What follows belongs to an exercise in optimizing a design on an open flow for small area, a short achievable clock period and few clock cycles per item; a production flow would make more cautious choices. Where RTL was checked, it was by simulation tests only, not by an equivalence proof against the original.

==> run a: inputs <==
==> flow/design.v (excerpt) <==
module core_load_balance_decider #(
  parameter int NUM_CORES      = NUM_CORES_DEF,
  parameter int THREAD_ID_BITS = THREAD_ID_BITS_DEF
) (
  input  logic                  clk,
  input  logic                  rst_n,
  input  logic                  in_push,
  output logic                  in_full,
  input  logic [KIND_W-1:0]     in_kind,
  input  logic [CORE_W-1:0]     in_core_index,
  input  logic [COUNT_W-1:0]    in_idle_count,
  input  logic [TID_W-1:0]      in_thread_id,
  input  logic [COUNT_W-1:0]    in_run_count,
  input  logic                  in_excluded,
  output logic                  out_empty,
  input  logic                  out_pop,
  output logic                  out_report_kind,
  output logic                  out_balance_needed,
  output logic [CORE_W-1:0]     out_busy_core,
  output logic [CORE_W-1:0]     out_idle_core,
  output logic                  out_migrate,
  output logic [TID_W-1:0]      out_chosen_thread,
  input  logic                  cfg_wr_en,
  input  logic [CFG_IDX_W-1:0]  cfg_index,
  input  logic [CFG_DATA_W-1:0] cfg_wdata
);
Settings: LEC_CHECK=0, CAP_MARGIN=20, CORE_MARGIN=2, CORE_UTILIZATION=40, SETUP_SLACK_MARGIN=2.5, SLEW_MARGIN=20; clock period 6.0 ns.
run.sh (not shown) runs the stock make flow with config.mk's settings and CLKGATE_MAP_FILE= SYNTH_SCRIPT=/design/flow/synth_recipe.tcl, a recipe that flattens the netlist after the stock synthesis.
==> inputs of run b, as changes to run a <==
--- a/flow/design.v
+++ b/flow/design.v
@@ -147,17 +147,16 @@
   logic [COUNT_W-1:0] last_r [NC];
   logic [NC-1:0]      lv_r;           
   logic [PCT_W-1:0]   u_r [NC];       
   logic               win_r;          
   logic [CORE_W-1:0]  bsel_r;
   logic [CORE_W-1:0]  isel_r;
   logic               need_r;
   logic               evp_r;          
-  logic               flt_r;          
   logic               endp_r;         
   logic               evrp_r;         
   logic               ov_r;           
   logic [RES_W-1:0]   od_r;
   logic               s_v [2];
   logic [CORE_W-1:0]  s_c [2];
   logic [TID_W-1:0]   s_t [2];
   logic [COUNT_W-1:0] s_r [2];
@@ -229,17 +228,17 @@
       m_v <= p1_v;
     end
   end
   assign p1_big = p1_brw ? p1_ne1 : p1_ne0;
   always_ff @(posedge clk) begin
     m_e <= p1_e;
     m_c <= p1_c;
     m_g <= p1_big || (p1_d >= cfg_iv_r);
-    m_n <= 39'(p1_d) * 39'd100;
+    m_n <= {1'b0, p1_d, 6'd0} + {2'b0, p1_d, 5'd0} + {5'b0, p1_d, 2'd0};
   end
   logic [39:0] t6;
   logic        q6;
   assign t6 = {1'b0, m_n} - {2'b0, cfg_iv_r, 6'd0};
   assign q6 = !t6[39];
   logic          st_v [2:7];
   logic          st_e [2:8];
   logic [2:0]    st_c [2:8];
@@ -308,55 +307,64 @@
     w_e <= st_e[7];
     w_c <= st_c[8];
     w_u <= st_g[8] ? PCT_FULL : st_q[8];
   end
   logic f_smp, f_ev;
   assign f_smp = w_v && !w_e && cfg_iv_r != '0;
   assign f_ev  = w_v && w_e;
   logic [NC-1:0] lt_r [NC];
+  logic [NC-1:0] ufull_r, uzero_r;    
   logic [NC-1:0] w_lt, w_gt;         
   always_comb begin
     for (int j = 0; j < NC; j++) begin
       w_lt[j] = w_u < u_r[j];
       w_gt[j] = u_r[j] < w_u;
     end
   end
   always_ff @(posedge clk) begin
     if (!rst_n) begin
       for (int i = 0; i < NC; i++) begin
         u_r[i]  <= PCT_FULL;
         lt_r[i] <= '0;
       end
+      ufull_r <= '1;
+      uzero_r <= '0;
     end else if (f_smp) begin
       u_r[w_c] <= w_u;
+      ufull_r[w_c] <= w_u == PCT_FULL;
+      uzero_r[w_c] <= w_u == 7'd0;
       for (int i = 0; i < NC; i++) begin
         for (int j = 0; j < NC; j++) begin
           if (i != j && w_c == 3'(i)) begin
             lt_r[i][j] <= w_lt[j];
           end else if (i != j && w_c == 3'(j)) begin
             lt_r[i][j] <= w_gt[i];
           end
         end
       end
     end
   end
-  logic [3:0]     n_act;
   logic [NC-1:0]  act;
   logic [NC-1:0]  wb, wi;            
   logic [PCT_W-1:0] ub, ui;          
-  logic [PCT_W:0] thr_b, thr_i;
   logic           b_ok, i_ok, need;
   logic [2:0]     bsel, isel;
-  assign n_act = (cfg_act_r > 4'd8) ? 4'd8 : cfg_act_r;
-  assign thr_b = {1'b0, PCT_FULL} - {1'b0, cfg_hi_r};    
-  assign thr_i = {1'b0, PCT_FULL} - {1'b0, cfg_lo_r};    
+  logic [NC-1:0]  act_r;
+  logic [PCT_W:0] thr_b_r, thr_i_r;
+  always_ff @(posedge clk) begin
+    for (int i = 0; i < NC; i++) begin
+      act_r[i] <= 4'(i) < cfg_act_r;
+    end
+    thr_b_r <= {1'b0, PCT_FULL} - {1'b0, cfg_hi_r};    
+    thr_i_r <= {1'b0, PCT_FULL} - {1'b0, cfg_lo_r};    
+  end
+  assign act = act_r;
   always_comb begin
     for (int i = 0; i < NC; i++) begin
-      act[i] = 4'(i) < n_act;
       wb[i]  = act[i];
       wi[i]  = act[i];
       for (int j = 0; j < NC; j++) begin
         if (j < i) begin
           wb[i] = wb[i] && lt_r[i][j];
           wi[i] = wi[i] && lt_r[j][i];
         end else if (j > i) begin
           wb[i] = wb[i] && (!act[j] || !lt_r[j][i]);
@@ -368,28 +376,28 @@
   always_comb begin
     b_ok = 1'b0;
     i_ok = 1'b0;
     bsel = '0;
     isel = '0;
     ub   = '0;
     ui   = '0;
     for (int i = 0; i < NC; i++) begin
-      b_ok = b_ok || (act[i] && u_r[i] != PCT_FULL);
-      i_ok = i_ok || (act[i] && u_r[i] != 7'd0);
+      b_ok = b_ok || (act[i] && !ufull_r[i]);
+      i_ok = i_ok || (act[i] && !uzero_r[i]);
       bsel = bsel | ({3{wb[i]}} & 3'(i));
       isel = isel | ({3{wi[i]}} & 3'(i));
       ub   = ub | ({PCT_W{wb[i]}} & u_r[i]);
       ui   = ui | ({PCT_W{wi[i]}} & u_r[i]);
     end
     if (!b_ok) bsel = '0;
     if (!i_ok) isel = '0;
     need = b_ok && i_ok && (bsel != isel) &&
-           !thr_b[PCT_W] && ({1'b0, ub} <= thr_b) &&
-           (thr_i[PCT_W] || ({1'b0, ui} >= thr_i));
+           !thr_b_r[PCT_W] && ({1'b0, ub} <= thr_b_r) &&
+           (thr_i_r[PCT_W] || ({1'b0, ui} >= thr_i_r));
   end
   logic out_can, push_ev, push_evr, end_ex, push_end;
   assign out_can  = !ov_r || out_pop;
   assign push_ev  = f_ev && out_can;
   assign push_evr = evrp_r && out_can;
   assign end_ex   = endp_r && !evp_r && !evrp_r && out_can;
   assign push_end = end_ex && win_r;
   logic evp_d, endp_d, evrp_d, win_d, ov_d;
@@ -400,17 +408,17 @@
     win_d  = win_r;
     ov_d   = ov_r;
     if (is_ev) begin
       evp_d = 1'b1;
     end
     if (f_ev) begin
       win_d = need;
     end
-    if (flt_r) begin
+    if (f_ev) begin
       evp_d = 1'b0;
     end
     if (f_ev && !out_can) begin
       evrp_d = 1'b1;
     end
     if (push_evr) begin
       evrp_d = 1'b0;
     end
@@ -427,22 +435,20 @@
     if (push_ev || push_evr || push_end) begin
       ov_d = 1'b1;
     end
   end
   always_ff @(posedge clk) begin
     if (!rst_n) begin
       win_r  <= 1'b0;
       evp_r  <= 1'b0;
-      flt_r  <= 1'b0;
       endp_r <= 1'b0;
       evrp_r <= 1'b0;
       ov_r   <= 1'b0;
     end else begin
-      flt_r  <= f_ev;
       evp_r  <= evp_d;
       endp_r <= endp_d;
       evrp_r <= evrp_d;
       win_r  <= win_d;
       ov_r   <= ov_d;
     end
   end
   always_ff @(posedge clk) begin
@@ -462,26 +468,26 @@
   end
   logic upd [2];
   logic fill [2];
   assign upd[0]  = is_off && m0 && (ir_x > s_r[0]);
   assign upd[1]  = is_off && m1 && (ir_x > s_r[1]);
   assign fill[0] = is_off && !m0 && !m1 && !s_v[0];
   assign fill[1] = is_off && !m0 && !m1 && s_v[0] && !s_v[1];
   logic              s_v_d [2];
+  logic              s_v_nf [2];      
   logic [CORE_W-1:0] s_c_d [2];
   always_comb begin
     for (int j = 0; j < 2; j++) begin
-      s_c_d[j] = fill[j] ? ir_c : s_c[j];
-      if (end_ex || is_ev) begin
-        s_v_d[j] = 1'b0;
-      end else if (flt_r) begin
-        s_v_d[j] = (s_v[j] || fill[j]) && win_r && s_c_d[j] == bsel_r;
+      s_c_d[j]  = fill[j] ? ir_c : s_c[j];
+      s_v_nf[j] = !(end_ex || is_ev) && (s_v[j] || fill[j]);
+      if (f_ev) begin
+        s_v_d[j] = s_v_nf[j] && need && s_c_d[j] == bsel;
       end else begin
-        s_v_d[j] = s_v[j] || fill[j];
+        s_v_d[j] = s_v_nf[j];
       end
     end
   end
   always_ff @(posedge clk) begin
     if (!rst_n) begin
       s_v[0] <= 1'b0;
       s_v[1] <= 1'b0;
     end else begin
@@ -503,17 +509,17 @@
   assign nx_v   = full_r ? ir_v   : (in_push && cfg_en_r);
   assign nx_ev  = full_r ? ir_ev  : (in_kind == KIND_EVAL);
   assign nx_off = full_r ? ir_off : (in_kind == KIND_OFFER && !in_excluded && in_run_count != '0);
   assign nx_c   = full_r ? ir_c   : in_core_index;
   always_ff @(posedge clk) begin
     if (!rst_n) begin
       full_r <= 1'b0;
     end else begin
-      full_r <= nx_v && ((nx_ev && (evp_d || endp_d || evrp_d)) ||
-                         (nx_off && evp_d && s_v_d[0] && s_v_d[1] &&
+      full_r <= nx_v && ((nx_ev && (evp_d || evrp_d || (endp_d && ov_d))) ||
+                         (nx_off && evp_d && s_v_nf[0] && s_v_nf[1] &&
                           s_c_d[0] != nx_c && s_c_d[1] != nx_c));
     end
   end
   assign out_empty = !ov_r;
   assign {out_report_kind, out_balance_needed, out_busy_core, out_idle_core,
           out_migrate, out_chosen_thread} = od_r;
 endmodule
==> flow/config.mk (replaced) <==
export PLATFORM = sky130hd
export DESIGN_NAME = core_load_balance_decider
export DESIGN_NICKNAME = core_load_balance_decider
export VERILOG_FILES = /design/flow/design.v
export SDC_FILE = /design/flow/constraint.sdc
export NUM_CORES = 4
export LEC_CHECK = 0
export ABC_AREA = 1
export CAP_MARGIN = 20
export CORE_MARGIN = 2
export CORE_UTILIZATION = 50
export CTS_CLUSTER_DIAMETER = 80
export CTS_CLUSTER_SIZE = 22
export PLACE_DENSITY = 0.65
export SETUP_SLACK_MARGIN = 2.6
export SLEW_MARGIN = 20
==> inputs of run c, as changes to run a <==
--- a/flow/design.v
+++ b/flow/design.v
@@ -147,17 +147,16 @@
   logic [COUNT_W-1:0] last_r [NC];
   logic [NC-1:0]      lv_r;           
   logic [PCT_W-1:0]   u_r [NC];       
   logic               win_r;          
   logic [CORE_W-1:0]  bsel_r;
   logic [CORE_W-1:0]  isel_r;
   logic               need_r;
   logic               evp_r;          
-  logic               flt_r;          
   logic               endp_r;         
   logic               evrp_r;         
   logic               ov_r;           
   logic [RES_W-1:0]   od_r;
   logic               s_v [2];
   logic [CORE_W-1:0]  s_c [2];
   logic [TID_W-1:0]   s_t [2];
   logic [COUNT_W-1:0] s_r [2];
@@ -229,17 +228,17 @@
       m_v <= p1_v;
     end
   end
   assign p1_big = p1_brw ? p1_ne1 : p1_ne0;
   always_ff @(posedge clk) begin
     m_e <= p1_e;
     m_c <= p1_c;
     m_g <= p1_big || (p1_d >= cfg_iv_r);
-    m_n <= 39'(p1_d) * 39'd100;
+    m_n <= {1'b0, p1_d, 6'd0} + {2'b0, p1_d, 5'd0} + {5'b0, p1_d, 2'd0};
   end
   logic [39:0] t6;
   logic        q6;
   assign t6 = {1'b0, m_n} - {2'b0, cfg_iv_r, 6'd0};
   assign q6 = !t6[39];
   logic          st_v [2:7];
   logic          st_e [2:8];
   logic [2:0]    st_c [2:8];
@@ -308,55 +307,64 @@
     w_e <= st_e[7];
     w_c <= st_c[8];
     w_u <= st_g[8] ? PCT_FULL : st_q[8];
   end
   logic f_smp, f_ev;
   assign f_smp = w_v && !w_e && cfg_iv_r != '0;
   assign f_ev  = w_v && w_e;
   logic [NC-1:0] lt_r [NC];
+  logic [NC-1:0] ufull_r, uzero_r;    
   logic [NC-1:0] w_lt, w_gt;         
   always_comb begin
     for (int j = 0; j < NC; j++) begin
       w_lt[j] = w_u < u_r[j];
       w_gt[j] = u_r[j] < w_u;
     end
   end
   always_ff @(posedge clk) begin
     if (!rst_n) begin
       for (int i = 0; i < NC; i++) begin
         u_r[i]  <= PCT_FULL;
         lt_r[i] <= '0;
       end
+      ufull_r <= '1;
+      uzero_r <= '0;
     end else if (f_smp) begin
       u_r[w_c] <= w_u;
+      ufull_r[w_c] <= w_u == PCT_FULL;
+      uzero_r[w_c] <= w_u == 7'd0;
       for (int i = 0; i < NC; i++) begin
         for (int j = 0; j < NC; j++) begin
           if (i != j && w_c == 3'(i)) begin
             lt_r[i][j] <= w_lt[j];
           end else if (i != j && w_c == 3'(j)) begin
             lt_r[i][j] <= w_gt[i];
           end
         end
       end
     end
   end
-  logic [3:0]     n_act;
   logic [NC-1:0]  act;
   logic [NC-1:0]  wb, wi;            
   logic [PCT_W-1:0] ub, ui;          
-  logic [PCT_W:0] thr_b, thr_i;
   logic           b_ok, i_ok, need;
   logic [2:0]     bsel, isel;
-  assign n_act = (cfg_act_r > 4'd8) ? 4'd8 : cfg_act_r;
-  assign thr_b = {1'b0, PCT_FULL} - {1'b0, cfg_hi_r};    
-  assign thr_i = {1'b0, PCT_FULL} - {1'b0, cfg_lo_r};    
+  logic [NC-1:0]  act_r;
+  logic [PCT_W:0] thr_b_r, thr_i_r;
+  always_ff @(posedge clk) begin
+    for (int i = 0; i < NC; i++) begin
+      act_r[i] <= 4'(i) < cfg_act_r;
+    end
+    thr_b_r <= {1'b0, PCT_FULL} - {1'b0, cfg_hi_r};    
+    thr_i_r <= {1'b0, PCT_FULL} - {1'b0, cfg_lo_r};    
+  end
+  assign act = act_r;
   always_comb begin
     for (int i = 0; i < NC; i++) begin
-      act[i] = 4'(i) < n_act;
       wb[i]  = act[i];
       wi[i]  = act[i];
       for (int j = 0; j < NC; j++) begin
         if (j < i) begin
           wb[i] = wb[i] && lt_r[i][j];
           wi[i] = wi[i] && lt_r[j][i];
         end else if (j > i) begin
           wb[i] = wb[i] && (!act[j] || !lt_r[j][i]);
@@ -368,28 +376,28 @@
   always_comb begin
     b_ok = 1'b0;
     i_ok = 1'b0;
     bsel = '0;
     isel = '0;
     ub   = '0;
     ui   = '0;
     for (int i = 0; i < NC; i++) begin
-      b_ok = b_ok || (act[i] && u_r[i] != PCT_FULL);
-      i_ok = i_ok || (act[i] && u_r[i] != 7'd0);
+      b_ok = b_ok || (act[i] && !ufull_r[i]);
+      i_ok = i_ok || (act[i] && !uzero_r[i]);
       bsel = bsel | ({3{wb[i]}} & 3'(i));
       isel = isel | ({3{wi[i]}} & 3'(i));
       ub   = ub | ({PCT_W{wb[i]}} & u_r[i]);
       ui   = ui | ({PCT_W{wi[i]}} & u_r[i]);
     end
     if (!b_ok) bsel = '0;
     if (!i_ok) isel = '0;
     need = b_ok && i_ok && (bsel != isel) &&
-           !thr_b[PCT_W] && ({1'b0, ub} <= thr_b) &&
-           (thr_i[PCT_W] || ({1'b0, ui} >= thr_i));
+           !thr_b_r[PCT_W] && ({1'b0, ub} <= thr_b_r) &&
+           (thr_i_r[PCT_W] || ({1'b0, ui} >= thr_i_r));
   end
   logic out_can, push_ev, push_evr, end_ex, push_end;
   assign out_can  = !ov_r || out_pop;
   assign push_ev  = f_ev && out_can;
   assign push_evr = evrp_r && out_can;
   assign end_ex   = endp_r && !evp_r && !evrp_r && out_can;
   assign push_end = end_ex && win_r;
   logic evp_d, endp_d, evrp_d, win_d, ov_d;
@@ -400,17 +408,17 @@
     win_d  = win_r;
     ov_d   = ov_r;
     if (is_ev) begin
       evp_d = 1'b1;
     end
     if (f_ev) begin
       win_d = need;
     end
-    if (flt_r) begin
+    if (f_ev) begin
       evp_d = 1'b0;
     end
     if (f_ev && !out_can) begin
       evrp_d = 1'b1;
     end
     if (push_evr) begin
       evrp_d = 1'b0;
     end
@@ -427,22 +435,20 @@
     if (push_ev || push_evr || push_end) begin
       ov_d = 1'b1;
     end
   end
   always_ff @(posedge clk) begin
     if (!rst_n) begin
       win_r  <= 1'b0;
       evp_r  <= 1'b0;
-      flt_r  <= 1'b0;
       endp_r <= 1'b0;
       evrp_r <= 1'b0;
       ov_r   <= 1'b0;
     end else begin
-      flt_r  <= f_ev;
       evp_r  <= evp_d;
       endp_r <= endp_d;
       evrp_r <= evrp_d;
       win_r  <= win_d;
       ov_r   <= ov_d;
     end
   end
   always_ff @(posedge clk) begin
@@ -462,26 +468,26 @@
   end
   logic upd [2];
   logic fill [2];
   assign upd[0]  = is_off && m0 && (ir_x > s_r[0]);
   assign upd[1]  = is_off && m1 && (ir_x > s_r[1]);
   assign fill[0] = is_off && !m0 && !m1 && !s_v[0];
   assign fill[1] = is_off && !m0 && !m1 && s_v[0] && !s_v[1];
   logic              s_v_d [2];
+  logic              s_v_nf [2];      
   logic [CORE_W-1:0] s_c_d [2];
   always_comb begin
     for (int j = 0; j < 2; j++) begin
-      s_c_d[j] = fill[j] ? ir_c : s_c[j];
-      if (end_ex || is_ev) begin
-        s_v_d[j] = 1'b0;
-      end else if (flt_r) begin
-        s_v_d[j] = (s_v[j] || fill[j]) && win_r && s_c_d[j] == bsel_r;
+      s_c_d[j]  = fill[j] ? ir_c : s_c[j];
+      s_v_nf[j] = !(end_ex || is_ev) && (s_v[j] || fill[j]);
+      if (f_ev) begin
+        s_v_d[j] = s_v_nf[j] && need && s_c_d[j] == bsel;
       end else begin
-        s_v_d[j] = s_v[j] || fill[j];
+        s_v_d[j] = s_v_nf[j];
       end
     end
   end
   always_ff @(posedge clk) begin
     if (!rst_n) begin
       s_v[0] <= 1'b0;
       s_v[1] <= 1'b0;
     end else begin
@@ -503,17 +509,17 @@
   assign nx_v   = full_r ? ir_v   : (in_push && cfg_en_r);
   assign nx_ev  = full_r ? ir_ev  : (in_kind == KIND_EVAL);
   assign nx_off = full_r ? ir_off : (in_kind == KIND_OFFER && !in_excluded && in_run_count != '0);
   assign nx_c   = full_r ? ir_c   : in_core_index;
   always_ff @(posedge clk) begin
     if (!rst_n) begin
       full_r <= 1'b0;
     end else begin
-      full_r <= nx_v && ((nx_ev && (evp_d || endp_d || evrp_d)) ||
-                         (nx_off && evp_d && s_v_d[0] && s_v_d[1] &&
+      full_r <= nx_v && ((nx_ev && (evp_d || evrp_d || (endp_d && ov_d))) ||
+                         (nx_off && evp_d && s_v_nf[0] && s_v_nf[1] &&
                           s_c_d[0] != nx_c && s_c_d[1] != nx_c));
     end
   end
   assign out_empty = !ov_r;
   assign {out_report_kind, out_balance_needed, out_busy_core, out_idle_core,
           out_migrate, out_chosen_thread} = od_r;
 endmodule
==> flow/config.mk (replaced) <==
export PLATFORM = sky130hd
export DESIGN_NAME = core_load_balance_decider
export DESIGN_NICKNAME = core_load_balance_decider
export VERILOG_FILES = /design/flow/design.v
export SDC_FILE = /design/flow/constraint.sdc
export NUM_CORES = 4
export LEC_CHECK = 0
export ABC_AREA = 1
export CAP_MARGIN = 20
export CORE_MARGIN = 2
export CORE_UTILIZATION = 50
export CTS_CLUSTER_DIAMETER = 80
export CTS_CLUSTER_SIZE = 22
export PLACE_DENSITY = 0.65
export SETUP_SLACK_MARGIN = 2.85
export SLEW_MARGIN = 20
==> results_dict.tcl <==
set metrics [dict create \
    wl_met1_um 93100 \
    synthMuxAreaShare 0 \
    whs_endpoint "st_r[2][4]" \
    clock_buffers 101 \
    status "complete, no violations" \
]
Source of the figures above: run c

==> results_dict.tcl <==
set metrics [dict create \
    wire_per_inst_um 22.5 \
    antenna_cells 5 \
    status "complete, no violations" \
    mostFrequentLayoutCell "edfxtp_1" \
    gp_routability_congestion 0.926 \
    synthMuxAreaShare 0.0217 \
    clock_buffers 202 \
    wl_met1_um 84500 \
]
Source of the figures above: run a

==> results_dict.tcl <==
set metrics [dict create \
    clock_buffers 103 \
    whs_endpoint "st_e[3]" \
    synthMuxAreaShare 0 \
    yosysMostFrequentCell "nand2_1" \
    status "complete, no violations" \
    wl_met1_um 91800 \
]
Source of the figures above: run b

Testbench counts of run b, summed over its fixed seeds: cycles 4,640, items 4,345.
Testbench counts of run c, summed over its fixed seeds: cycles 4,640, items 4,345.
For run a, only the layout was checked, not whether the RTL still works.

## port drivers added, routing unchanged
Ports are ideal in the flow. The routed layouts listed here were re-timed in OpenROAD. Step 1 (the two cells are an assumption about what drives the block):
set clk [get_ports {clk}]
set_driving_cell -lib_cell sky130_fd_sc_hd__clkbuf_16 $clk
set_driving_cell -lib_cell sky130_fd_sc_hd__buf_2 [delete_from_list [all_inputs] $clk]
Step 2 moves the port delays by t, midway between the first and last clock arrival at a register: inputs arrive t later, outputs are due t later. That takes back most of the time a late clock gives input paths. a / b / c = ideal / step 1 / step 2; a / b = the first two.
run	t (ns)	setup WS [ns]	slew at the worst register clock pin (ns)
run a	0.848	2.244 / 2.244 / 1.802	0.07 / 0.07
run b	0.780	2.690 / 2.642 / 2.409	0.10 / 0.10
run c	0.773	2.803 / 2.803 / 2.405	0.10 / 0.10
After both steps every run listed still meets setup and hold. The setup slack of run a, which loses most, moves by 0.000 ns with the drivers and by -0.442 ns with both steps.
